Background: an optimization exercise with open tools, aiming at a short achievable clock period and few clock cycles per item. Do not read the settings as production practice.
Where RTL was checked, it was by simulation tests only, not by an equivalence proof against the original.
The RTL of runs 4 to 7 was laid out without a check of its function.
Power is estimated from default activity; no workload was simulated.

===== design/flow/run.sh =====
#!/bin/bash
# synth_recipe.tcl (not shown) runs the flow's synth.tcl, then flattens the netlist and writes it again
# the make line also repeats each setting of config.mk as NAME=value (left out here)
make -C /OpenROAD-flow-scripts/flow DESIGN_CONFIG=/design/flow/config.mk WORK_HOME=/design/flow/orfs CLKGATE_MAP_FILE= SYNTH_SCRIPT=/design/flow/synth_recipe.tcl finish

===== design/flow/config.mk =====
export PLATFORM = sky130hd
export DESIGN_NAME = bsr_scheduler
export DESIGN_NICKNAME = bsr_scheduler
export VERILOG_FILES = /design/flow/design.v
export SDC_FILE = /design/flow/constraint.sdc
export NUM_CORES = 4
export LEC_CHECK = 0
export CAP_MARGIN = 20
export CORE_MARGIN = 2
export CORE_UTILIZATION = 60
export PLACE_DENSITY = 0.75
export SETUP_SLACK_MARGIN = 2.2
export SLEW_MARGIN = 20

===== design/flow/constraint.sdc =====
create_clock -name core_clock -period 4.0 [get_ports {clk_gated}]
set_input_delay 0.8000 -clock core_clock [delete_from_list [all_inputs] [get_ports {clk_gated}]]
set_output_delay 0.8000 -clock core_clock [all_outputs]
set_load 0.01 [all_outputs]

===== design/flow/design.v =====
`default_nettype none
package bsr_format_pkg;
    typedef enum logic [1:0] {
        META_ROW_PTR = 2'd0,   
        META_COL_IDX = 2'd1    
    } meta_kind_e;
    parameter int META_ADDR_W = 8;    
    parameter int BLK_IDX_W   = 16;   
    parameter int BLK_POS_W   = 16;   
    typedef struct packed {
        meta_kind_e             kind;   
        logic [META_ADDR_W-1:0] addr;   
    } meta_req_t;
endpackage
`default_nettype wire
`default_nettype none
package bsr_sched_pkg;
    typedef enum logic [3:0] {
        IDLE        = 4'd0,    
        ROW_PTR_LO  = 4'd1,    
        ROW_PTR_HI  = 4'd2,    
        CHECK_EMPTY = 4'd3,    
        COL_IDX     = 4'd4,    
        LOAD        = 4'd5,    
        OFFER       = 4'd6,    
        WAIT_DONE   = 4'd7,    
        NEXT_BLOCK  = 4'd8,    
        NEXT_ROW    = 4'd9,    
        FINISH      = 4'd10    
    } sched_state_e;
    typedef struct packed {
        logic [15:0] row;   
        logic [15:0] col;   
    } block_pos_t;
endpackage
`default_nettype wire
`default_nettype none
import bsr_format_pkg::*;
import bsr_sched_pkg::*;
module bsr_scheduler
#(
    parameter int BLOCK_DIM = 8   
) (
    input  wire logic        clk_gated,
    input  wire logic        rst_n,
    input  wire logic        start,
    input  wire logic [15:0] cfg_num_block_rows,
    output logic             meta_rd_en,
    output bsr_format_pkg::meta_req_t meta_req,
    input  wire logic [31:0] meta_rd_data,
    input  wire logic        meta_rd_valid,
    output logic             block_rd_en,
    output logic [31:0]      block_rd_addr,
    input  wire logic [7:0]  block_rd_data,
    output logic             systolic_valid,
    output logic [8*BLOCK_DIM*BLOCK_DIM-1:0] systolic_block,
    output bsr_sched_pkg::block_pos_t systolic_pos,
    input  wire logic        systolic_ready,
    input  wire logic        systolic_done,
    output logic             busy,
    output logic             done,
    output logic [31:0]      blocks_processed
);
    localparam int NBYTES = BLOCK_DIM * BLOCK_DIM;
    localparam int CNT_W  = $clog2(NBYTES);
    localparam int BBITS  = 8 * NBYTES;
    localparam logic [CNT_W-1:0] KLAST = CNT_W'(NBYTES - 1);
    localparam int MS_RP0  = 0;   
    localparam int MS_RP   = 1;   
    localparam int MS_CHKA = 2;   
    localparam int MS_CHK  = 3;   
    localparam int MS_COL  = 4;   
    localparam int MS_NROW = 5;   
    localparam int MS_END  = 6;   
    localparam int MS_N    = 7;
    logic            run_start;   
    logic            hand;        
    logic [MS_N-1:0] ms;
    logic            q0v, q1v;    
    logic            pop;         
    assign run_start = start & ~busy;
    assign hand      = systolic_valid & systolic_ready;
    logic [15:0] num_rows;
    logic        abusy;   
    logic        fin;     
    assign fin = busy & ms[MS_END] & ~q0v & ~systolic_valid & (~abusy | systolic_done);
    always_ff @(posedge clk_gated or negedge rst_n) begin
        if (!rst_n) begin
            busy  <= 1'b0;
            done  <= 1'b0;
            abusy <= 1'b0;
        end else begin
            if (run_start) begin
                busy <= (cfg_num_block_rows != 16'd0);
                done <= (cfg_num_block_rows == 16'd0);   
            end else if (fin) begin
                busy <= 1'b0;
                done <= 1'b1;
            end
            if (run_start) begin
                abusy <= 1'b0;
            end else if (hand) begin
                abusy <= 1'b1;
            end else if (systolic_done) begin
                abusy <= 1'b0;
            end
        end
    end
    always_ff @(posedge clk_gated) begin
        if (run_start) begin
            num_rows <= cfg_num_block_rows;
        end
    end
    logic [7:0] bp_lo, bp_hi;
    logic       bp_c;
    assign blocks_processed = {16'd0, bp_hi, bp_lo};
    always_ff @(posedge clk_gated or negedge rst_n) begin
        if (!rst_n) begin
            bp_lo <= '0;
            bp_hi <= '0;
            bp_c  <= 1'b0;
        end else if (run_start) begin
            bp_lo <= '0;
            bp_hi <= '0;
            bp_c  <= 1'b0;
        end else begin
            bp_lo <= bp_lo + {7'd0, hand};
            bp_c  <= hand & (bp_lo == 8'hff);
            bp_hi <= bp_hi + {7'd0, bp_c};
        end
    end
    logic            pending;     
    logic            mv_q;        
    logic [15:0]     md_q;        
    logic [15:0]     r;           
    logic [15:0]     rn;          
    logic [15:0]     rn1;         
    logic [15:0]     rend;        
    logic [15:0]     jm;          
    logic [15:0]     jm1;         
    logic            j_eq;        
    logic            r_eq;        
    logic            push;        
    logic            go_row0;     
    logic            go_rp;       
    logic            go_col;      
    logic [MS_N-1:0] ms_n;
    assign push    = ms[MS_COL] & mv_q;
    assign go_row0 = run_start & (cfg_num_block_rows != 16'd0);
    assign go_col  = ms[MS_CHK] & ~j_eq & ~q1v;
    assign go_rp   = (ms[MS_RP0] & mv_q) | (ms[MS_NROW] & ~r_eq);
    always_comb begin
        ms_n          = ms;
        ms_n[MS_RP0]  = ms[MS_RP0] & ~mv_q;
        ms_n[MS_RP]   = (ms[MS_RP] & ~mv_q) | go_rp;
        ms_n[MS_CHKA] = (ms[MS_RP] | ms[MS_COL]) & mv_q;
        ms_n[MS_CHK]  = ms[MS_CHKA] | (ms[MS_CHK] & ~j_eq & q1v);
        ms_n[MS_COL]  = (ms[MS_COL] & ~mv_q) | go_col;
        ms_n[MS_NROW] = ms[MS_CHK] & j_eq;
        ms_n[MS_END]  = ms[MS_END] | (ms[MS_NROW] & r_eq);
        if (run_start) begin
            ms_n         = '0;
            ms_n[MS_RP0] = go_row0;
        end
    end
    always_ff @(posedge clk_gated or negedge rst_n) begin
        if (!rst_n) begin
            ms         <= '0;
            pending    <= 1'b0;
            mv_q       <= 1'b0;
            meta_rd_en <= 1'b0;
        end else begin
            ms         <= ms_n;
            mv_q       <= pending & meta_rd_valid;
            meta_rd_en <= go_row0 | go_rp | go_col;
            pending    <= go_row0 | go_rp | go_col | (pending & ~meta_rd_valid);
        end
    end
    always_ff @(posedge clk_gated) begin
        md_q <= meta_rd_data[15:0];
        jm1  <= jm + 16'd1;
        rn1  <= rn + 16'd1;
        j_eq <= (jm == rend);
        r_eq <= (rn == num_rows);
        if (run_start) begin
            meta_req.kind <= META_ROW_PTR;
            meta_req.addr <= '0;
        end
        if (ms[MS_RP0] & mv_q) begin
            jm            <= md_q;
            r             <= '0;
            rn            <= 16'd1;
            meta_req.kind <= META_ROW_PTR;
            meta_req.addr <= 8'd1;
        end
        if (ms[MS_RP] & mv_q) begin
            rend <= md_q;
        end
        if (ms[MS_CHK]) begin
            meta_req.kind <= META_COL_IDX;
            meta_req.addr <= jm[META_ADDR_W-1:0];
        end
        if (push) begin
            jm <= jm1;
        end
        if (ms[MS_NROW]) begin
            r             <= rn;
            rn            <= rn1;
            meta_req.kind <= META_ROW_PTR;
            meta_req.addr <= rn1[META_ADDR_W-1:0];
        end
    end
    logic [31:0] q0, q1;
    always_ff @(posedge clk_gated or negedge rst_n) begin
        if (!rst_n) begin
            q0v <= 1'b0;
            q1v <= 1'b0;
        end else if (run_start) begin
            q0v <= 1'b0;
            q1v <= 1'b0;
        end else if (push & ~pop) begin
            q0v <= 1'b1;
            q1v <= q0v;
        end else if (pop & ~push) begin
            q0v <= q1v;
            q1v <= 1'b0;
        end
    end
    always_ff @(posedge clk_gated) begin
        if (push & (pop ? ~q1v : ~q0v)) begin
            q0 <= {r, md_q};
        end else if (pop) begin
            q0 <= q1;
        end
        if (push) begin
            q1 <= {r, md_q};
        end
    end
    logic             srun;     
    logic [15:0]      jr;       
    logic [15:0]      jr1;      
    logic [CNT_W-1:0] kr;       
    logic [CNT_W-1:0] k1;       
    logic             v1;       
    logic             l1;       
    logic             acc;      
    logic             drop;     
    logic             last_n;   
    logic             stop;
    assign acc    = ~systolic_valid | systolic_ready;
    assign drop   = v1 & ~acc;
    assign pop    = v1 & l1;   
    assign stop   = ms[MS_END] & ~q0v;
    assign last_n = drop ? (k1 == KLAST)
                  : block_rd_en ? (kr == KLAST - 1'b1)
                  : (kr == KLAST);
    assign block_rd_addr = {10'd0, jr, kr};
    always_ff @(posedge clk_gated or negedge rst_n) begin
        if (!rst_n) begin
            srun        <= 1'b0;
            block_rd_en <= 1'b0;
            v1          <= 1'b0;
            l1          <= 1'b0;
        end else begin
            v1 <= block_rd_en & ~drop;   
            l1 <= block_rd_en & (kr == KLAST);
            if (run_start) begin
                srun        <= 1'b0;
                block_rd_en <= 1'b0;
            end else if (ms[MS_RP0] & pending & meta_rd_valid) begin
                srun        <= 1'b1;   
                block_rd_en <= 1'b1;
            end else if (stop) begin
                srun        <= 1'b0;
                block_rd_en <= 1'b0;
            end else begin
                block_rd_en <= srun & (~last_n | q0v);
            end
        end
    end
    always_ff @(posedge clk_gated) begin
        jr1 <= jr + 16'd1;
        k1  <= kr;
        if (ms[MS_RP0] & meta_rd_valid) begin
            jr <= meta_rd_data[15:0];
            kr <= '0;
        end else if (drop) begin
            kr <= k1;
        end else if (block_rd_en) begin
            kr <= kr + 1'b1;
            if (kr == KLAST) begin
                jr <= jr1;
            end
        end
        if (v1 & acc) begin
            systolic_block <= {block_rd_data, systolic_block[BBITS-1:8]};
        end
        if (pop) begin
            systolic_pos <= q0;
        end
    end
    always_ff @(posedge clk_gated or negedge rst_n) begin
        if (!rst_n) begin
            systolic_valid <= 1'b0;
        end else if (pop) begin
            systolic_valid <= 1'b1;
        end else if (systolic_ready) begin
            systolic_valid <= 1'b0;
        end
    end
endmodule
`default_nettype wire

==> impl_metrics.yaml, run 1 <==
final_layout:
  nNetsFinal: 2570
  syn2layout_area_growth_pct: 45.52
  final_core_util: 0.8794
  stdcell_count: 3170
  fin_area_mm2: 0.03973
  drive_above_1_share: 0.4953
power:
  power_switching_uw: 8364
  p_total_uw: 28400
  power_leakage_uw: 0.01562
  clkPwrFrac: 0.266
  p_int_uw: 20040
  p_per_area_mw_per_mm2: 714.9
  pwr-share-comb: 0.260
  power_frac_seq: 0.474
  swShare: 0.2945
  peakVddDrop_v: 0.0005875
timing:
  finClkSkew_ns: 0.01433
  hold_viol: 0
  holdWs_ns: 0.4115
  period_share: 0.5404
  setup_viol: 0
  max_freq_mhz: 462.6
  drv_slew: 0
  slew_headroom: 0.3520
  rsz0062_at_grt: "yes"
  fin_crit_ns: 2.162
  tightest_slew_ns: 0.9709
cts:
  cts_root_buffer: "clkbuf_16"
  clk_latency_ns: 0.62
  cts_max_path_buffers: 3
  clock_sinks: 828
  htreeDepth: 3
  cts_tree: "built"
  clk_pin_slew_ns: 0.07
  cts_hold_buffers: 0
  cts_made_buffers: 79
min_path:
  hold_end: "systolic_pos[30]$_DFFE_PP_"
  hp-start: "q0[30]$_DFFE_PP_"
  hold_path_class: "reg -> reg"
  whs_path_depth: 0
setup_path:
  max_stage_delay_ns: 0.53
  crit_type: "reg -> out"
  worstPathRequired_ns: 3.20
  r2r.worst_path.cells: 7
  path_max_fanout: 2
  startpoint_type: "register"
  crit_slowest_cell: "edfxtp_1"
  crit_start: "systolic_block[66]$_DFFE_PP_"
  crit_path_end_kind: "output port"
  critical_path_buf_inv_count: 1
  reg2reg_setup_slack_ns: 2.00
  arrival_ns: 1.36
  path_cells: "buf_2"
  cp_top_family: "flip-flops"
  rr_startpoint: "jr[4]$_DFFE_PP_"
  reg2reg_to: "jr1[8]$_DFF_P_"
logic_synthesis:
  synth_enable_flop_cells: 712
  ys_seq_area_frac: 0.8749
  yosys_most_used_dff: "edfxtp_1"
  syn_area_mm2: 0.02730
  async_flop_share: 0.04469
  synth-seq-cells: 828
  ys.warnings.count: 1
  netlist_instances: 1321
  ys_types: 48
  postSynthAreaPerCell_um2: 20.67
drt:
  antenna_left: 0
  dr_total_vias: 17470
  drtIter0Drc: 1854
  met1Wirelength_mm: 28.07
  via_per_inst: 5.511
  drtPass1Iterations: 7
  wl_mm: 86.93
  routed.top_layer: "met5"
  met2_length_mm: 44.58
  wl_met3_mm: 8.204
  routedWlPerCell_um: 27.42
  drc_errors: 0
grt:
  grt_pass1_vias: 16260
  antenna_found_initial: 6
  grt_pass1_wl_mm: 107.2
  track_usage: 0.3177
  grt_max_degree: 92
  gr-total-overflow: 0
floorplan:
  core-area_mm2: 0.04519
  io_pins: 685
  die_w_um: 217.3
  dieArea_mm2: 0.04723
  fp-row-count: 78
  die_h_um: 217.3
  start_util: 0.6043
placement:
  dp_cells: 2552
  placed_area_mm2: 0.03444
  portBuffers: 641
  dp_hpwl_mm: 49.36
  gp_congestion: 0.8948
run_status:
  outcome: "timing/DRC/antenna clean"
run:
  maxCapViolCount: 0
cell usage after synthesis (9+ instances only):
master	n	area (µm²)
dfxtp_1	79	1582
and2_1	40	250.2
a21o_1	9	67.56
xor2_1	21	183.9
nor2_1	36	135.1
and3_1	10	62.56
dfrtp_1	37	925.9
clkbuf_1	10	37.54
buf_4	27	202.7
inv_1	14	52.55
a21oi_1	9	45.04
edfxtp_1	712	21380
mux2_4	20	300.3
mux2_2	28	315.3
xnor2_1	71	621.9
nand4_1	22	137.6
nand3_1	26	130.1
ha_1	9	112.6
nand2_1	73	274.0
how the worst max path moves through the flow:
stage | end | cells after the start
6_report | systolic_block[66] | 1
5_1_grt | systolic_block[66] | 1
4_1_cts | systolic_block[66] | 1
3_5_place_dp | systolic_block[360]$_DFFE_PP_ | 4
3_3_place_gp | systolic_block[400]$_DFFE_PP_ | 4
2_1_floorplan | systolic_block[0]$_DFFE_PP_ | 2
sequential cells by signal, summed over array words and instances (netlist names), 9 cells and up:
register / count
md_q: 16
r: 16
rn: 16
num_rows: 16
rn1: 16
jr: 16
jm1: 16
meta_req: 9
jm: 16
systolic_pos: 32
q0: 32
jr1: 16
q1: 32
rend: 16
systolic_block: 512
per-stage QoR:
step                      TNS [ns]  setup WS (ns)
after floorplan            -462.55        -0.9034
after global placement           0          1.122
after detailed placement         0          1.068
after CTS                        0          1.853
after global routing             0          1.855
final                            0          1.838
what timing repair did:
item	in CTS	in global routing
setup endpoints to repair	1255	934
resized for setup	2734	194
endpoints found under the hold margin	0	0
setup buffers	290	163
pin swaps	4	5
gates cloned	7	6
area by class of cell:
type / instances / area [µm²]
diodes: 4 / 10.01
multi-input cells: 456 / 3284
repair buffers: 1120 / 9161
fillers: 1790 / 5451
clock inverters: 40 / 341.6
well taps: 600 / 750.7
clock buffers: 108 / 2211
flip-flops and latches: 828 / 23910
inverters: 14 / 61.31
layer usage:
layer | global-route usage | vias up
met5 | 0 | -
met4 | 0.1731 | 4
met3 | 0.1002 | 266
met2 | 0.5562 | 1111
met1 | 0.3436 | 8776
li1 | - | 7314
power by group through the flow:
stage          Combinational, µW  Clock, µW  Sequential, µW
6_report                    7400       7550           13500
5_1_grt                     7640       7890           13600
4_1_cts                     6170       7450           13200
3_5_place_dp                5700          0           13400
3_3_place_gp                5660          0           13300
2_1_floorplan               1150          0           14100
kinds of logic after synthesis:
logic type      synth area share
compound gates           0.01063
xor+xnor                 0.02951
fa+ha+maj               0.004124
buf+inv                  0.01352
flops                     0.8749
mux                      0.02291
other cells            0.0001373
simple gates             0.04431
layout by cell type, fill, tap and decap left out, types with 8 or more instances in the layout:
cell type,Yosys,routed
nand3_1,26,26
and4_1,8,8
conb_1,1,27
buf_16,0,9
and3_1,10,10
nand2_1,73,70
edfxtp_1,712,712
clkinv_1,0,18
dfxtp_1,79,72
buf_2,6,319
clkdlybuf4s50_1,0,43
mux2_4,20,26
buf_6,3,283
clkbuf_1,10,21
ha_1,9,8
dfrtp_1,37,33
clkbuf_16,0,88
xor2_1,21,21
clkinv_2,0,12
mux2_2,28,22
a21o_1,9,9
and2_1,40,38
nand4_1,22,22
inv_1,14,10
buf_4,27,452
a21oi_1,9,9
nor2_1,36,35
xnor2_1,71,71
Testbench counts, summed over its fixed seeds: cycles 56,319, items 858.
==> inputs of run 2 (changes only) <==
--- a/design/flow/config.mk
+++ b/design/flow/config.mk
@@ -9,4 +9,6 @@
 export CORE_MARGIN = 2
-export CORE_UTILIZATION = 60
-export PLACE_DENSITY = 0.75
+export CORE_UTILIZATION = 40
+export CTS_CLUSTER_DIAMETER = 100
+export CTS_CLUSTER_SIZE = 25
+export PLACE_DENSITY = 0.6
 export SETUP_SLACK_MARGIN = 2.2
==> impl_metrics.yaml, run 2 <==
cts:
  cts_max_path_buffers: 3
  clock_sinks: 828
  cts_hold_buffers: 0
  cts_root_buffer: "clkbuf_16"
  clk_pin_slew_ns: 0.10
  clk_latency_ns: 0.59
  cts_made_buffers: 40
  htreeDepth: 2
  cts_tree: "built"
logic_synthesis:
  yosys.area.top_type: "edfxtp_1"
  ys.warnings.count: 1
  syn_area_mm2: 0.02730
  ys_top_cells_by_count: "712 x edfxtp_1, 79 x dfxtp_1, 73 x nand2_1"
  synth.area.top_cells: "edfxtp_1 78%, dfxtp_1 5.8%, dfrtp_1 3.4%, xnor2_1 2.3%, mux2_2 1.2%"
  async_flop_share: 0.04469
  yosys.area.top_type_share: 0.7830
  postSynthAreaPerCell_um2: 20.67
  synth-seq-cells: 828
  yosysMostFrequentCell: "edfxtp_1"
  yosys_most_used_dff: "edfxtp_1"
  synth_enable_flop_cells: 712
  netlist_instances: 1321
  ys_types: 48
  ys_seq_area_frac: 0.8749
setup_path:
  crit_path_end_kind: "output port"
  rr_startpoint: "v1$_DFF_PN0_"
  max_stage_delay_ns: 0.49
  critical_path_buf_inv_count: 1
  crit_type: "reg -> out"
  crit_start: "systolic_block[445]$_DFFE_PP_"
  worstPathRequired_ns: 3.20
  path_max_fanout: 2
  path_cells: "buf_2"
  crit_slowest_cell: "edfxtp_1"
  cp_top_family: "flip-flops"
  arrival_ns: 1.25
  startpoint_type: "register"
timing:
  max_freq_mhz: 487.5
  tightest_slew_ns: 0.9726
  fin_ws_ns: 1.949
  setup_viol: 0
  period_share: 0.5128
  drv_slew: 0
  finClkSkew_ns: 0.04334
  rsz0062_at_grt: "yes"
  slew_headroom: 0.3509
  fin_crit_ns: 2.051
  hold_viol: 0
  holdWs_ns: 0.3207
drt:
  routedWlPerCell_um: 21.71
  antenna_left: 0
  dr_total_vias: 15510
  via_per_inst: 4.719
  wl_mm: 71.33
  drtIter0Drc: 1095
  drtPass1Iterations: 5
  drc_errors: 0
grt:
  antenna_found_initial: 9
  grt_pass1_wl_mm: 100.7
  grt_max_degree: 59
  grt_pass1_vias: 15160
  gr-total-overflow: 0
  track_usage: 0.1931
floorplan:
  die_h_um: 265.3
  core-area_mm2: 0.06740
  dieArea_mm2: 0.07037
  start_util: 0.4051
  fp-row-count: 95
  die_w_um: 265.3
  io_pins: 685
final_layout:
  syn2layout_area_growth_pct: 37.54
  final_core_util: 0.5572
  drive_above_1_share: 0.4758
  fin_area_mm2: 0.03755
  final_cell_mix: "712 x edfxtp_1, 406 x buf_2, 391 x buf_4"
  top_register: "systolic_block"
  final_common_cell: "edfxtp_1"
  nNetsFinal: 2467
  antennaDiodeCount: 0
  largest_register_ffs: 512
min_path:
  hold_path_class: "in -> async"
run_status:
  outcome: "timing/DRC/antenna clean"
placement:
  placed_area_mm2: 0.03488
  portBuffers: 641
  gp_congestion: 0.8490
  dp_hpwl_mm: 49.10
  pre_cts_slack_ns: 1.107
power:
  p_total_uw: 24260
  p_per_area_mw_per_mm2: 645.9
  power_leakage_uw: 0.01432
  peakVddDrop_v: 0.0004173
run:
  maxCapViolCount: 0
run 2: cell counts after synthesis:
No cell type changed its count.
run 2: final timing paths:
path / endpoint / slack (ns) / cells past startpoint
min reg2reg: k1[0]$_DFF_P_ / 0.41 / 0
min: bp_lo[0]$_DFF_PN0_ / 0.32 / 1
max in group asynchronous: ms[5]$_DFF_PN0_ / 3.03 / 1
max reg2reg: q0[19]$_DFFE_PP_ / 2.22 / 6
min in group core_clock: k1[0]$_DFF_P_ / 0.41 / 0
max: systolic_block[445] / 1.95 / 1
run 2: what timing repair did:
| action | in CTS | in global routing |
|---|---|---|
| pin swaps | 5 | 7 |
| endpoints found under the setup margin | 1287 | 785 |
| cloned | 7 | 1 |
| setup buffers | 246 | 140 |
| resized for setup | 2656 | 130 |
run 2: area by class of cell:
cell class / instances / area, µm²
clock buffers: 55 / 1079
inverters: 14 / 58.81
fillers: 5392 / 29840
flip-flops and latches: 828 / 23920
clock inverters: 4 / 53.80
multi-input cells: 458 / 3309
well taps: 873 / 1092
repair buffers: 1054 / 8038
run 2: stage by stage:
| stage | instances | setup TNS [ns] |
|---|---|---|
| 2_1_floorplan | 1347 | -462.55 |
| 3_3_place_gp | 2833 | 0 |
| 3_5_place_dp | 2833 | 0 |
| 4_1_cts | 3145 | 0 |
| 5_1_grt | 3286 | 0 |
| 6_report | 3286 | 0 |
run 2: power breakdown:
part,internal (µW),switching (µW)
clock network,1930,2600
logic,3140,3430
registers,12100,1050
total,17200,7080
run 2: logic make-up (layout without fill, tap and decap cells):
family	after synthesis	in the layout	synth area share
DFF	828	828	0.8749
and+or+nand+nor	237	238	0.04431
xor gates and xnor gates	92	92	0.02951
buffers and inverters	63	1127	0.01352
muxes	49	49	0.02291
AOI/OAI and AO/OA	42	43	0.01063
adders and majority gates	9	9	0.004124
other	1	27	0.0001373
run 2: metal layers:
metal / track usage / wire length, µm
met5: 0 / 91
met4: 0.06093 / 2186
met3: 0.06851 / 6509
met2: 0.3309 / 35760
met1: 0.2274 / 26790
==> inputs of run 3 (changes only) <==
--- a/design/flow/config.mk
+++ b/design/flow/config.mk
@@ -10,4 +10,2 @@
 export CORE_UTILIZATION = 40
-export CTS_CLUSTER_DIAMETER = 100
-export CTS_CLUSTER_SIZE = 25
 export PLACE_DENSITY = 0.6
==> impl_metrics.yaml, run 3 <==
run_status:
  outcome: "timing/DRC/antenna clean"
final_layout:
  largest_register_ffs: 512
  stdcell_count: 3388
  top_register: "systolic_block"
  syn2layout_area_growth_pct: 43.49
  nNetsFinal: 2524
  drive_above_1_share: 0.4873
  final_common_cell: "edfxtp_1"
  final_cell_mix: "712 x edfxtp_1, 405 x buf_2, 403 x buf_4"
  fill_cells: 5221
logic_synthesis:
  yosys.area.top_type: "edfxtp_1"
  yosys_most_used_dff: "edfxtp_1"
  ys.warnings.count: 1
  synth-seq-cells: 828
  yosys.area.top_type_share: 0.7830
  ys_top_cells_by_count: "712 x edfxtp_1, 79 x dfxtp_1, 73 x nand2_1"
  ys_seq_area_frac: 0.8749
  ys_types: 48
  postSynthAreaPerCell_um2: 20.67
  synth_enable_flop_cells: 712
  netlist_instances: 1321
  yosysMostFrequentCell: "edfxtp_1"
  syn_area_mm2: 0.02730
  synth.area.top_cells: "edfxtp_1 78%, dfxtp_1 5.8%, dfrtp_1 3.4%, xnor2_1 2.3%, mux2_2 1.2%"
  async_flop_share: 0.04469
cts:
  clk_pin_slew_ns: 0.06
  cts_max_path_buffers: 3
  cts_made_buffers: 86
  cts_root_buffer: "clkbuf_16"
  htreeDepth: 3
  clock_sinks: 828
  cts_tree: "built"
  clk_latency_ns: 0.62
placement:
  dp_cells: 2833
  gp_congestion: 0.8490
  dp_hpwl_mm: 49.10
  portBuffers: 641
timing:
  fin_crit_ns: 2.090
  rsz0062_at_grt: "yes"
  tns_ns: 0
  finClkSkew_ns: 0.01536
  hold_viol: 0
  max_freq_mhz: 478.4
  holdWs_ns: 0.2979
  setup_viol: 0
  tightest_slew_ns: 0.9664
  period_share: 0.5226
  slew_headroom: 0.3550
  drv_slew: 0
grt:
  gr-total-overflow: 0
  antenna_found_initial: 10
  grt_max_degree: 87
  grt_pass1_vias: 15710
  track_usage: 0.1976
  grt_pass1_wl_mm: 102.7
setup_path:
  path_max_fanout: 2
  startpoint_type: "register"
  worstPathRequired_ns: 3.20
  cp_top_family: "flip-flops"
  crit_type: "reg -> out"
  crit_slowest_cell: "edfxtp_1"
  cp.depth: 1
  max_stage_delay_ns: 0.47
  critical_path_buf_inv_count: 1
  r2r.worst_path.cells: 6
  path_cells: "buf_2"
  crit_path_end_kind: "output port"
  arrival_ns: 1.29
floorplan:
  core-area_mm2: 0.06740
  fp-row-count: 95
  die_h_um: 265.3
  dieArea_mm2: 0.07037
  io_pins: 685
  start_util: 0.4051
  die_w_um: 265.3
drt:
  antenna_left: 0
  dr_total_vias: 15900
  wl_mm: 73.00
  routedWlPerCell_um: 21.55
  drc_errors: 0
  drtPass1Iterations: 5
  via_per_inst: 4.694
  drtIter0Drc: 1178
power:
  p_per_area_mw_per_mm2: 701.9
  p_total_uw: 27500
  power_leakage_uw: 0.01512
  peakVddDrop_v: 0.0004574
min_path:
  hold_path_class: "in -> async"
run:
  maxCapViolCount: 0
[run 3: cell counts after synthesis]
No cell type changed its count.
[run 3: area by class of cell]
type	count	area (µm²)	area share
inverter	14	58.81	0.001501
sequential	828	23920	0.6106
antenna	1	2.502	0.00006387
multi-input combinational	458	3299	0.08421
tap	873	1092	0.02788
clock inverter	33	369.1	0.009421
clock buffer	116	2326	0.05937
timing repair buffer	1065	8110	0.2070
[run 3: kinds of logic after synthesis]
| logic type | Yosys count | share of synthesized area |
|---|---|---|
| AO/OA/AOI/OAI | 42 | 0.01063 |
| XOR/XNOR | 92 | 0.02951 |
| adder cells (fa/ha/maj) | 9 | 0.004124 |
| buffers and inverters | 63 | 0.01352 |
| flip-flops | 828 | 0.8749 |
| multiplexers | 49 | 0.02291 |
| other | 1 | 0.0001373 |
| AND/OR/NAND/NOR | 237 | 0.04431 |
[run 3: what timing repair did]
item	4_1_cts	5_1_grt
hold buffers	0	0
buffers inserted	248	148
gates resized for setup	2665	117
gates cloned	6	3
setup endpoints to repair	1281	786
pin swaps	5	6
[run 3: report_power, final]
| part | leakage, µW | switching, µW | internal, µW |
|---|---|---|---|
| logic | 0.00634 | 3460 | 3140 |
| registers | 0.00748 | 1050 | 12100 |
| clock network | 0.00131 | 3240 | 4480 |
| total | 0.0151 | 7750 | 19700 |
[run 3: path summary, 6_finish.rpt]
path	endpoint	slack (ns)	start
max	systolic_block[316]	1.91	systolic_block[316]$_DFFE_PP_
min	bp_lo[0]$_DFF_PN0_	0.30	rst_n
max reg2reg	systolic_block[9]$_DFFE_PP_	2.15	systolic_valid$_DFFE_PN0P_
min reg2reg	k1[0]$_DFF_P_	0.40	kr[0]$_SDFFE_PP0P_
max in group asynchronous	ms[5]$_DFF_PN0_	3.07	rst_n
min in group core_clock	k1[0]$_DFF_P_	0.40	kr[0]$_SDFFE_PP0P_
[run 3: per-stage QoR]
| step | worst slack (ns) | utilization | instance area (µm²) |
|---|---|---|---|
| CTS | 1.860 | 0.5569 | 37540 |
| floorplan | -0.9034 | - | 27440 |
| finish | 1.910 | 0.5813 | 39180 |
| global route | 1.870 | 0.5813 | 39180 |
| global placement | 1.128 | 0.5176 | 34880 |
| detailed placement | 1.107 | 0.5176 | 34880 |
[run 3: per-layer routing]
layer  global-route usage  wire length, µm
met4              0.07207             2519
met3              0.07582             6783
met1               0.2302            27570
met5                    0               95
met2               0.3327            36030
==> inputs of run 4 (changes only) <==
--- a/design/flow/design.v
+++ b/design/flow/design.v
@@ -65,3 +65,2 @@
     localparam int CNT_W  = $clog2(NBYTES);
-    localparam int BBITS  = 8 * NBYTES;
     localparam logic [CNT_W-1:0] KLAST = CNT_W'(NBYTES - 1);
@@ -294,4 +293,6 @@
         end
-        if (v1 & acc) begin
-            systolic_block <= {block_rd_data, systolic_block[BBITS-1:8]};
+        for (int b = 0; b < NBYTES; b++) begin
+            if (v1 & acc & (k1 == CNT_W'(b))) begin
+                systolic_block[8*b +: 8] <= block_rd_data;   
+            end
         end
==> impl_metrics.yaml, run 4 <==
run_status:
  outcome: "timing/DRC/antenna clean"
drt:
  drtIter0Drc: 1333
  via_per_inst: 4.895
  routedWlPerCell_um: 24.89
  dr_total_vias: 15560
  wl_mm: 79.14
  antenna_left: 0
  drc_errors: 0
  drtPass1Iterations: 5
floorplan:
  die_w_um: 266.8
  start_util: 0.4035
  io_pins: 685
  fp-row-count: 96
  die_h_um: 266.8
  dieArea_mm2: 0.07119
  core-area_mm2: 0.06847
timing:
  period_share: 0.5200
  hold_viol: 0
  tightest_slew_ns: 1.045
  max_freq_mhz: 480.8
  finClkSkew_ns: 0.03205
  fin_crit_ns: 2.080
  drv_slew: 0
  holdWs_ns: 0.2876
  rsz0062_at_grt: "yes"
  tns_ns: 0
  setup_viol: 0
  slew_headroom: 0.3029
logic_synthesis:
  synth_enable_flop_cells: 712
  yosys.area.top_type_share: 0.7739
  yosys.area.top_type: "edfxtp_1"
  synthXorXnorAreaFrac: 0.02917
  synthAdderAreaFrac: 0.004076
  ys_seq_area_frac: 0.8646
  synth_compound_area_frac: 0.009873
  ys.warnings.count: 1
  ys_types: 47
  yosysMostFrequentCell: "edfxtp_1"
  synthMuxAreaShare: 0.02029
  syn_area_mm2: 0.02763
  synth.area.top_cells: "edfxtp_1 77%, dfxtp_1 5.7%, dfrtp_1 3.4%, xnor2_1 2.0%, mux2_2 1.7%"
  postSynthAreaPerCell_um2: 19.39
  synth-seq-cells: 828
  synth_top_family_by_area: "simple AND/OR/NAND/NOR gates"
  async_flop_share: 0.04469
  ys_top_cells_by_count: "712 x edfxtp_1, 109 x nor2_1, 86 x nand2_1"
  yosys_most_used_dff: "edfxtp_1"
  synthSimpleGateAreaFrac: 0.05774
  netlist_instances: 1425
setup_path:
  crit_path_end_kind: "output port"
  max_stage_delay_ns: 0.48
  arrival_ns: 1.28
  path_max_fanout: 1
  crit_slowest_cell: "edfxtp_1"
  critical_path_buf_inv_count: 1
  startpoint_type: "register"
  reg2reg_to: "systolic_block[48]$_DFFE_PP_"
  rr_startpoint: "systolic_valid$_DFFE_PN0P_"
  cp.depth: 1
  path_cells: "buf_6"
  r2r.worst_path.cells: 6
  crit_type: "reg -> out"
  reg2reg_setup_slack_ns: 2.11
  cp_top_family: "flip-flops"
  worstPathRequired_ns: 3.20
final_layout:
  nNetsFinal: 2301
  fill_cells: 5609
  antennaDiodeCount: 0
  stdcell_count: 3179
  largest_register_ffs: 512
  final_common_cell: "edfxtp_1"
  syn2layout_area_growth_pct: 33.93
  drive_above_1_share: 0.4367
  final_cell_mix: "712 x edfxtp_1, 511 x buf_2, 92 x buf_6"
  top_register: "systolic_block"
placement:
  gp_congestion: 0.8168
  portBuffers: 641
  dp_cells: 2938
  dp_hpwl_mm: 52.08
power:
  power_switching_uw: 4674
  power_leakage_uw: 0.01380
  pwr-share-comb: 0.095
  power_frac_seq: 0.522
  p_int_uw: 14840
  p_per_area_mw_per_mm2: 527.3
  peakVddDrop_v: 0.0003345
  swShare: 0.2396
  clkPwrFrac: 0.383
grt:
  grt_pass1_wl_mm: 109.9
  grt_max_degree: 65
  antenna_found_initial: 0
  gr-total-overflow: 0
  track_usage: 0.2144
  grt_pass1_vias: 15150
cts:
  clk_latency_ns: 0.62
  cts_root_buffer: "clkbuf_16"
  clk_pin_slew_ns: 0.07
  clock_sinks: 828
  cts_made_buffers: 83
  htreeDepth: 3
  cts_tree: "built"
  cts_max_path_buffers: 3
min_path:
  hold_path_class: "in -> async"
run:
  maxCapViolCount: 0
-- run 4: repair_timing --
action                     in CTS  in global routing
gates cloned                    2                  3
pin swaps                      25                 17
setup buffers                  57                 27
setup endpoints to repair    1265               1136
resized for setup            2624                111
hold buffers                    0                  0
-- run 4: area by class of cell --
class / count / area [µm²] / share of cell area
multi-input cells: 555 / 4282 / 0.1157
clock inverters: 40 / 362.8 / 0.009806
flip-flops and latches: 828 / 23930 / 0.6466
inverters: 16 / 66.31 / 0.001792
repair buffers: 746 / 5004 / 0.1352
well taps: 882 / 1104 / 0.02982
clock buffers: 112 / 2257 / 0.06100
-- run 4: worst max-delay path by stage --
stage | slack, ns | startpoint | to
6_report | 1.92 | systolic_block[8]$_DFFE_PP_ | systolic_block[8]
5_1_grt | 1.87 | systolic_block[8]$_DFFE_PP_ | systolic_block[8]
4_1_cts | 1.83 | systolic_block[9]$_DFFE_PP_ | systolic_block[9]
3_5_place_dp | 0.83 | systolic_ready | systolic_block[49]$_DFFE_PP_
3_3_place_gp | 0.87 | systolic_ready | systolic_block[51]$_DFFE_PP_
2_1_floorplan | 1.69 | systolic_ready | systolic_block[16]$_DFFE_PP_
-- run 4: cell families after synthesis --
logic type / Yosys count
muxes: 50
adders and majority gates: 9
DFF: 828
other: 1
and+or+nand+nor: 337
buffers and inverters: 69
AOI/OAI and AO/OA: 39
xor gates and xnor gates: 92
-- run 4: stage by stage --
stage | worst slack [ns] | utilization | power (µW) | area (µm²)
floorplan | 1.687 | - | 11000 | 28070
global placement | 0.8681 | 0.5158 | 11830 | 35320
detailed placement | 0.8273 | 0.5158 | 11860 | 35320
CTS | 1.835 | 0.5306 | 19540 | 36330
global route | 1.870 | 0.5404 | 20220 | 37000
finish | 1.920 | 0.5404 | 19510 | 37000
-- run 4: power groups by stage --
stage                     sequential, µW  combinational [µW]  clock, µW
after detailed placement           10400                1510          0
after floorplan                    10300                 718          0
after global placement             10300                1480          0
after CTS                          10200                1760       7620
after global routing               10200                2000       8000
final                              10200                1860       7470
-- run 4: routing by layer --
metal	global-route usage	share of wire	up-vias
li1	-	-	6884
met1	0.2691	0.39	7962
met2	0.3621	0.51	604
met3	0.05259	0.071	112
met4	0.07653	0.030	0
met5	0	0	-
-- run 4: worst register-to-register path: stages (launching register included) --
cell      delay [ns]
dfrtp_2         0.44
buf_6           0.13
nand2b_4        0.08
nand2_2         0.05
or3_4           0.40
buf_12          0.20
nor2_4          0.25
==> inputs of run 5 (changes only) <==
--- a/design/flow/config.mk
+++ b/design/flow/config.mk
@@ -10,2 +10,4 @@
 export CORE_UTILIZATION = 40
+export CTS_CLUSTER_DIAMETER = 100
+export CTS_CLUSTER_SIZE = 25
 export PLACE_DENSITY = 0.6
==> impl_metrics.yaml, run 5 <==
timing:
  hold_viol: 0
  slew_headroom: 0.3732
  drv_slew: 0
  fin_crit_ns: 2.073
  finClkSkew_ns: 0.03772
  fin_ws_ns: 1.927
  tightest_slew_ns: 0.9403
  tns_ns: 0
  setup_viol: 0
  max_freq_mhz: 482.4
  period_share: 0.5183
  rsz0062_at_grt: "yes"
drt:
  wl_mm: 77.83
  antenna_left: 0
  via_per_inst: 4.954
  drtIter0Drc: 1583
  dr_total_vias: 15270
  routedWlPerCell_um: 25.24
  drtPass1Iterations: 7
  drc_errors: 0
final_layout:
  syn2layout_area_growth_pct: 28.28
  final_core_util: 0.5177
  top_register: "systolic_block"
  stdcell_count: 3083
  drive_above_1_share: 0.4216
  antennaDiodeCount: 0
  largest_register_ffs: 512
  final_cell_mix: "712 x edfxtp_1, 511 x buf_2, 94 x buf_6"
  nNetsFinal: 2254
  final_common_cell: "edfxtp_1"
placement:
  dp_hpwl_mm: 52.08
  gp_congestion: 0.8168
  pre_cts_slack_ns: 0.8273
  dp_cells: 2938
  portBuffers: 641
grt:
  grt_pass1_vias: 14660
  track_usage: 0.2095
  grt_pass1_wl_mm: 108.0
  grt_max_degree: 65
  antenna_found_initial: 0
  gr-total-overflow: 0
run_status:
  outcome: "timing/DRC/antenna clean"
logic_synthesis:
  ys.warnings.count: 1
  netlist_instances: 1425
  ys_top_cells_by_count: "712 x edfxtp_1, 109 x nor2_1, 86 x nand2_1"
  yosys_most_used_dff: "edfxtp_1"
  async_flop_share: 0.04469
  ys_types: 47
  syn_area_mm2: 0.02763
  yosysMostFrequentCell: "edfxtp_1"
  postSynthAreaPerCell_um2: 19.39
  synth-seq-cells: 828
  yosys.area.top_type_share: 0.7739
  synth_enable_flop_cells: 712
  ys_seq_area_frac: 0.8646
  yosys.area.top_type: "edfxtp_1"
  synth.area.top_cells: "edfxtp_1 77%, dfxtp_1 5.7%, dfrtp_1 3.4%, xnor2_1 2.0%, mux2_2 1.7%"
power:
  p_per_area_mw_per_mm2: 465.6
  peakVddDrop_v: 0.0002944
  power_leakage_uw: 0.01301
setup_path:
  worstPathRequired_ns: 3.20
  crit_slowest_cell: "edfxtp_1"
  startpoint_type: "register"
  reg2reg_setup_slack_ns: 2.09
  critical_path_buf_inv_count: 1
  crit_path_end_kind: "output port"
  path_cells: "buf_6"
  max_stage_delay_ns: 0.50
  path_max_fanout: 1
  crit_type: "reg -> out"
  arrival_ns: 1.27
  cp_top_family: "flip-flops"
floorplan:
  die_h_um: 266.8
  die_w_um: 266.8
  core-area_mm2: 0.06847
  fp-row-count: 96
  start_util: 0.4035
  dieArea_mm2: 0.07119
  io_pins: 685
cts:
  cts_tree: "built"
  cts_root_buffer: "clkbuf_16"
  clk_latency_ns: 0.61
  cts_made_buffers: 39
  htreeDepth: 2
  cts_max_path_buffers: 3
  clk_pin_slew_ns: 0.10
  clock_sinks: 828
min_path:
  hold_path_class: "in -> async"
run:
  maxCapViolCount: 0
-- run 5: cell counts after synthesis --
No cell type changed its count.
-- run 5: what timing repair did --
item	4_1_cts	5_1_grt
endpoints found under the setup margin	1267	1195
resized for setup	2612	112
hold buffers	0	0
buffers inserted	55	26
pin swaps	21	22
cloned	2	3
-- run 5: path summary, 6_finish.rpt --
| path | cells after the start | startpoint | to |
|---|---|---|---|
| min reg2reg | 0 | q0[31]$_DFFE_PP_ | systolic_pos[31]$_DFFE_PP_ |
| min | 1 | rst_n | bp_hi[2]$_DFF_PN0_ |
| min in group core_clock | 0 | q0[31]$_DFFE_PP_ | systolic_pos[31]$_DFFE_PP_ |
| max in group asynchronous | 1 | rst_n | ms[5]$_DFF_PN0_ |
| max reg2reg | 6 | systolic_valid$_DFFE_PN0P_ | systolic_block[83]$_DFFE_PP_ |
| max | 1 | systolic_block[8]$_DFFE_PP_ | systolic_block[8] |
-- run 5: cells by family after synthesis --
kind of cell | synth area share
DFF | 0.8646
adders and majority gates | 0.004076
xor gates and xnor gates | 0.02917
AOI/OAI and AO/OA | 0.009873
muxes | 0.02029
and+or+nand+nor | 0.05774
buffers and inverters | 0.01408
other | 0.0001357
-- run 5: stage by stage --
stage                     hold WS [ns]  power [µW]  instance area, µm²
after floorplan                 0.4003       11000               28070
after global placement          0.3977       11830               35320
after detailed placement        0.3926       11860               35320
after CTS                       0.2760       16500               34720
after global routing            0.3169       17090               35440
final                           0.2840       16500               35440
-- run 5: area by class of cell --
type,count,area (µm²)
Inverter,16,66.31
Multi-Input combinational cell,555,4229
Sequential cell,828,23930
Clock inverter,4,50.05
Timing Repair Buffer,743,5006
Clock buffer,55,1057
Fill cell,5756,33020
Tap cell,882,1104
-- run 5: report_power, final --
group | total [µW] | switching [µW] | leakage, µW | internal (µW)
Clock | 4480 | 2600 | 0.000536 | 1880
Sequential | 10200 | 323 | 0.00757 | 9840
Combinational | 1860 | 1130 | 0.00491 | 724
-- run 5: metal layers --
metal,part of all wire,track usage,wire [µm]
met4,0.021,0.04661,1658
met3,0.063,0.04355,4938
met1,0.40,0.2686,30850
met2,0.52,0.3666,40380
met5,0,0,0
==> inputs of run 6 (changes only) <==
--- a/design/flow/config.mk
+++ b/design/flow/config.mk
@@ -12,3 +12,3 @@
 export CTS_CLUSTER_SIZE = 25
-export PLACE_DENSITY = 0.6
+export PLACE_DENSITY = 0.45
 export SETUP_SLACK_MARGIN = 2.2
==> impl_metrics.yaml, run 6 <==
run_status:
  outcome: "timing/DRC/antenna clean"
setup_path:
  max_stage_delay_ns: 0.48
  path_cells: "buf_2"
  critical_path_buf_inv_count: 1
  cp_top_family: "flip-flops"
  arrival_ns: 1.25
  crit_type: "reg -> out"
  path_max_fanout: 1
  r2r.worst_path.cells: 7
  crit_start: "systolic_block[244]$_DFFE_PP_"
  startpoint_type: "register"
  crit_slowest_cell: "edfxtp_1"
  cp.depth: 1
  reg2reg_to: "q0[10]$_DFFE_PP_"
  endpoint: "systolic_block[244]"
  rr_startpoint: "v1$_DFF_PN0_"
  reg2reg_setup_slack_ns: 2.10
  worstPathRequired_ns: 3.20
  crit_path_end_kind: "output port"
timing:
  tns_ns: 0
  rsz0062_at_grt: "yes"
  tightest_slew_ns: 1.042
  max_freq_mhz: 487.0
  hold_viol: 0
  slew_headroom: 0.3044
  setup_viol: 0
  drv_slew: 0
  period_share: 0.5133
  fin_crit_ns: 2.053
  finClkSkew_ns: 0.02407
  fin_ws_ns: 1.947
  holdWs_ns: 0.3340
cts:
  clk_latency_ns: 0.59
  htreeDepth: 2
  cts_root_buffer: "clkbuf_16"
  clk_pin_slew_ns: 0.10
  cts_max_path_buffers: 3
  clock_sinks: 828
  cts_made_buffers: 39
  cts_tree: "built"
  cts_hold_buffers: 0
final_layout:
  final_common_cell: "edfxtp_1"
  fill_cells: 5675
  final_cell_mix: "712 x edfxtp_1, 419 x buf_2, 192 x buf_6"
  drive_above_1_share: 0.4221
  top_register: "systolic_block"
  final_core_util: 0.5284
  largest_register_ffs: 512
  antennaDiodeCount: 0
  syn2layout_area_growth_pct: 30.95
  nNetsFinal: 2264
drt:
  wl_mm: 89.39
  routedWlPerCell_um: 28.93
  dr_total_vias: 15390
  drc_errors: 0
  drtIter0Drc: 1528
  drtPass1Iterations: 5
  antenna_left: 0
  via_per_inst: 4.980
grt:
  track_usage: 0.2412
  antenna_found_initial: 0
  grt_pass1_vias: 14690
  grt_pass1_wl_mm: 120.2
  gr-total-overflow: 0
  grt_max_degree: 65
logic_synthesis:
  synth.area.top_cells: "edfxtp_1 77%, dfxtp_1 5.7%, dfrtp_1 3.4%, xnor2_1 2.0%, mux2_2 1.7%"
  postSynthAreaPerCell_um2: 19.39
  ys_types: 47
  yosys_most_used_dff: "edfxtp_1"
  synth-seq-cells: 828
  yosys.area.top_type_share: 0.7739
  yosys.area.top_type: "edfxtp_1"
  async_flop_share: 0.04469
  yosysMostFrequentCell: "edfxtp_1"
  netlist_instances: 1425
  syn_area_mm2: 0.02763
  ys_top_cells_by_count: "712 x edfxtp_1, 109 x nor2_1, 86 x nand2_1"
  ys_seq_area_frac: 0.8646
  synth_enable_flop_cells: 712
  ys.warnings.count: 1
floorplan:
  start_util: 0.4035
  die_w_um: 266.8
  die_h_um: 266.8
  core-area_mm2: 0.06847
  io_pins: 685
  dieArea_mm2: 0.07119
  fp-row-count: 96
min_path:
  hold_path_class: "in -> async"
placement:
  portBuffers: 641
  pre_cts_slack_ns: 0.8823
  gp_congestion: 0.8106
  dp_hpwl_mm: 60.98
power:
  p_per_area_mw_per_mm2: 461.3
  p_total_uw: 16690
  peakVddDrop_v: 0.0003542
  power_leakage_uw: 0.01337
run:
  maxCapViolCount: 0
[run 6: cell count changes in the layout (fill, tap and decap cells not counted), sizes merged]
cell / previous run / this run
dlygate4sd2: 1 / 13
clkdlybuf4s50: 33 / 22
buf: 705 / 715
clkinv: 3 / 1
dlymetal6s2s: 2 / 1
nand2: 88 / 87
[run 6: how the worst min path moves through the flow]
stage / slack (ns) / startpoint / depth (start not counted) / end
2_1_floorplan: 0.40 / q0[0]$_DFFE_PP_ / 0 / systolic_pos[0]$_DFFE_PP_
3_3_place_gp: 0.40 / q0[29]$_DFFE_PP_ / 0 / systolic_pos[29]$_DFFE_PP_
3_5_place_dp: 0.40 / q0[1]$_DFFE_PP_ / 0 / systolic_pos[1]$_DFFE_PP_
4_1_cts: 0.35 / rst_n / 1 / l1$_DFF_PN0_
5_1_grt: 0.38 / rst_n / 1 / l1$_DFF_PN0_
6_report: 0.33 / rst_n / 1 / l1$_DFF_PN0_
[run 6: report_power, final]
part | leakage (µW) | switching [µW] | internal (µW)
clock network | 0.000537 | 2620 | 1910
logic | 0.00526 | 1220 | 782
registers | 0.00758 | 323 | 9840
[run 6: kinds of logic after synthesis]
logic type	Yosys count	share of synthesized area
xor+xnor	92	0.02917
mux	50	0.02029
compound gates	39	0.009873
flops	828	0.8646
other cells	1	0.0001357
fa+ha+maj	9	0.004076
simple gates	337	0.05774
buf+inv	69	0.01408
[run 6: area by class of cell]
class                      instances  area [µm²]  area share
sequential                       828       23930      0.6614
timing repair buffer             754        5659      0.1564
multi-input combinational        554        4312      0.1192
tap                              882        1104     0.03050
clock buffer                      54        1075     0.02971
inverter                          16       66.31    0.001833
clock inverter                     2       33.78   0.0009338
[run 6: through the flow]
step | instances | cell area, µm²
floorplan | 1451 | 28070
global placement | 2940 | 35350
detailed placement | 2940 | 35350
CTS | 3060 | 35280
global route | 3090 | 36180
finish | 3090 | 36180
[run 6: what timing repair did]
item / in CTS / in global routing
setup buffers: 61 / 27
setup endpoints to repair: 1272 / 1058
resized for setup: 2809 / 185
pin swaps: 25 / 18
cloned: 3 / 3
[run 6: per-layer routing]
metal	share of wire	wire, µm	up-vias	GRT usage
met5	0	0	-	0
met1	0.40	35980	8058	0.3060
met4	0.017	1499	0	0.03720
met3	0.065	5815	74	0.05609
li1	-	-	6751	-
met2	0.52	46100	504	0.4285
==> inputs of run 7 (changes only) <==
--- a/design/flow/design.v
+++ b/design/flow/design.v
@@ -65,2 +65,3 @@
     localparam int CNT_W  = $clog2(NBYTES);
+    localparam int BBITS  = 8 * NBYTES;
     localparam logic [CNT_W-1:0] KLAST = CNT_W'(NBYTES - 1);
@@ -256,2 +257,9 @@
     assign block_rd_addr = {10'd0, jr, kr};
+    logic             shift;   
+    logic [BBITS-1:0] blk_n;
+    logic [31:0]      pos_n;
+    assign shift = v1 & acc;
+    assign blk_n = ({BBITS{shift}} & {block_rd_data, systolic_block[BBITS-1:8]})
+                 | ({BBITS{~shift}} & systolic_block);
+    assign pos_n = ({32{pop}} & q0) | ({32{~pop}} & systolic_pos);
     always_ff @(posedge clk_gated or negedge rst_n) begin
@@ -293,10 +301,4 @@
         end
-        for (int b = 0; b < NBYTES; b++) begin
-            if (v1 & acc & (k1 == CNT_W'(b))) begin
-                systolic_block[8*b +: 8] <= block_rd_data;   
-            end
-        end
-        if (pop) begin
-            systolic_pos <= q0;
-        end
+        systolic_block <= blk_n;
+        systolic_pos   <= pos_n;
     end
--- a/design/flow/config.mk
+++ b/design/flow/config.mk
@@ -10,5 +10,3 @@
 export CORE_UTILIZATION = 40
-export CTS_CLUSTER_DIAMETER = 100
-export CTS_CLUSTER_SIZE = 25
-export PLACE_DENSITY = 0.45
+export PLACE_DENSITY = 0.6
 export SETUP_SLACK_MARGIN = 2.2
==> impl_metrics.yaml, run 7 <==
run_status:
  outcome: "timing/DRC/antenna clean"
placement:
  portBuffers: 641
  pre_cts_slack_ns: 1.033
  gp_congestion: 0.8450
  dp_hpwl_mm: 50.23
drt:
  via_per_inst: 4.683
  dr_total_vias: 15980
  drtIter0Drc: 1089
  drtPass1Iterations: 5
  routedWlPerCell_um: 21.61
  wl_mm: 73.74
  antenna_left: 0
  drc_errors: 0
timing:
  finClkSkew_ns: 0.02637
  fin_crit_ns: 2.111
  tns_ns: 0
  fin_ws_ns: 1.889
  setup_viol: 0
  tightest_slew_ns: 0.9627
  period_share: 0.5278
  rsz0062_at_grt: "yes"
  drv_slew: 0
  slew_headroom: 0.3575
  max_freq_mhz: 473.6
  hold_viol: 0
logic_synthesis:
  ys_seq_area_frac: 0.8734
  synth-seq-cells: 828
  postSynthAreaPerCell_um2: 20.61
  ys.warnings.count: 1
  syn_area_mm2: 0.02735
  async_flop_share: 0.04469
  yosys.area.top_type_share: 0.7817
  yosys.area.top_type: "edfxtp_1"
  ys_top_cells_by_count: "712 x edfxtp_1, 79 x dfxtp_1, 76 x nand2_1"
  ys_types: 50
  synth.area.top_cells: "edfxtp_1 78%, dfxtp_1 5.8%, dfrtp_1 3.4%, xnor2_1 2.1%, mux2_2 1.2%"
  yosysMostFrequentCell: "edfxtp_1"
  synth_enable_flop_cells: 712
  yosys_most_used_dff: "edfxtp_1"
  netlist_instances: 1327
cts:
  cts_hold_buffers: 0
  clk_latency_ns: 0.63
  cts_tree: "built"
  cts_root_buffer: "clkbuf_16"
  clock_sinks: 828
  htreeDepth: 3
  cts_max_path_buffers: 3
  cts_made_buffers: 85
  clk_pin_slew_ns: 0.06
grt:
  grt_max_degree: 79
  grt_pass1_wl_mm: 103.6
  track_usage: 0.1999
  antenna_found_initial: 9
  gr-total-overflow: 0
  grt_pass1_vias: 15920
setup_path:
  path_cells: "buf_2"
  max_stage_delay_ns: 0.49
  worstPathRequired_ns: 3.20
  path_max_fanout: 2
  startpoint_type: "register"
  cp_top_family: "flip-flops"
  reg2reg_setup_slack_ns: 2.23
  r2r.worst_path.cells: 5
  crit_path_end_kind: "output port"
  rr_startpoint: "systolic_valid$_DFFE_PN0P_"
  critical_path_buf_inv_count: 1
  crit_slowest_cell: "edfxtp_1"
  arrival_ns: 1.31
  crit_type: "reg -> out"
power:
  power_leakage_uw: 0.01532
  peakVddDrop_v: 0.0004307
  p_per_area_mw_per_mm2: 704.0
  p_total_uw: 27830
floorplan:
  die_w_um: 265.5
  fp-row-count: 95
  die_h_um: 265.5
  io_pins: 685
  dieArea_mm2: 0.07048
  start_util: 0.4058
  core-area_mm2: 0.06740
min_path:
  hold_path_class: "in -> async"
final_layout:
  final_common_cell: "edfxtp_1"
  drive_above_1_share: 0.4882
  fill_cells: 5160
  syn2layout_area_growth_pct: 44.55
  final_core_util: 0.5866
  final_cell_mix: "712 x edfxtp_1, 413 x buf_4, 371 x buf_2"
  nNetsFinal: 2537
run:
  maxCapViolCount: 0
-- run 7: kinds of logic (layout without fill, tap and decap cells) --
group,count (synthesis),in the layout,share of synthesized area
AO/OA/AOI/OAI,42,42,0.01071
multiplexers,49,49,0.02287
adder cells (fa/ha/maj),9,9,0.004117
other,1,31,0.0001371
buffers and inverters,66,1248,0.01391
XOR/XNOR,92,92,0.02946
flip-flops,828,828,0.8734
AND/OR/NAND/NOR,240,241,0.04538
-- run 7: repair_timing --
action                                  4_1_cts  5_1_grt
cloned                                        4        2
gates resized for setup                    2694      144
endpoints found under the setup margin     1270      668
setup buffers                               276      129
pin swaps                                     8        7
-- run 7: report_power, final --
group	leakage, µW	switching, µW	internal [µW]
clock	0.00131	3250	4490
combinational	0.00653	3510	3340
sequential	0.00748	1110	12100
-- run 7: worst max-delay path by stage --
stage	to	cells after the start	start	slack (ns)
final	systolic_block[402]	1	register	1.89
after CTS	systolic_block[402]	1	register	1.84
after global placement	register	5	systolic_ready	1.09
after global routing	systolic_block[402]	1	register	1.85
after detailed placement	register	5	systolic_ready	1.03
after floorplan	register	2	systolic_ready	-0.90
-- run 7: metrics by stage --
stage	hold slack (ns)	cells	cell area (µm²)
final	0.2985	3413	39540
after global placement	0.3882	2840	34950
after floorplan	0.4003	1353	27490
after detailed placement	0.3887	2841	34980
after global routing	0.3251	3413	39540
after CTS	0.2685	3278	37930
-- run 7: worst reg2reg max path, cell delays in order, from the launching register on --
cell and delay (ns):
dfrtp_2 0.43, buf_4 0.17, nand2b_4 0.07, and2_4 0.24
buf_12 0.17, buf_12 0.30
-- run 7: area by class of cell --
class	instances	area (µm²)	share of cell area
Multi-Input combinational cell	460	3311	0.08374
Clock buffer	116	2286	0.05782
Timing Repair Buffer	1075	8404	0.2126
Tap cell	873	1092	0.02763
Sequential cell	828	23920	0.6050
Antenna cell	4	10.01	0.0002532
Inverter	16	68.82	0.001741
Clock inverter	41	442.9	0.01120
-- run 7: metal layers --
metal / GRT usage / vias up / share of wire / wire (µm)
met5: 0 / - / 0.00084 / 62
met4: 0.07940 / 10 / 0.042 / 3098
met3: 0.08054 / 152 / 0.097 / 7142
met2: 0.3369 / 656 / 0.49 / 36390
met1: 0.2272 / 7915 / 0.37 / 27050
li1: - / 7250 / - / -

static timing again, ports no longer ideal:
In the flow no input, the clock included, has a driving cell. The finished layouts below were timed again as built, in two steps.
Step 1 assumes that a clkbuf_16 drives the clock port and a buf_2 every other input.
Step 2 also shifts input and output timing later by t, the mid clock arrival at the registers, as if the neighbouring blocks saw the same clock.
Slacks: ideal ports / drivers / drivers and shift; pairs: ideal ports / drivers.
run | shift t [ns] | setup slack, ns | clock arrival spread, ns | slew at the worst register clock pin (ns)
run 1 | 0.673 | 1.838 / 1.779 / 1.586 | 0.021 / 0.021 | 0.07 / 0.07
run 2 | 0.637 | 1.949 / 1.884 / 1.550 | 0.044 / 0.043 | 0.10 / 0.10
run 3 | 0.677 | 1.910 / 1.844 / 1.552 | 0.021 / 0.020 | 0.06 / 0.06
run 4 | 0.672 | 1.920 / 1.859 / 1.445 | 0.039 / 0.039 | 0.07 / 0.07
run 5 | 0.647 | 1.927 / 1.870 / 1.493 | 0.040 / 0.040 | 0.10 / 0.10
run 6 | 0.639 | 1.947 / 1.883 / 1.476 | 0.030 / 0.029 | 0.10 / 0.10
run 7 | 0.681 | 1.889 / 1.828 / 1.551 | 0.031 / 0.031 | 0.06 / 0.06
After both steps every run listed still meets setup and hold. For run 4, which loses most, drivers alone change the setup slack by -0.061 ns; drivers and shift together by -0.475 ns.
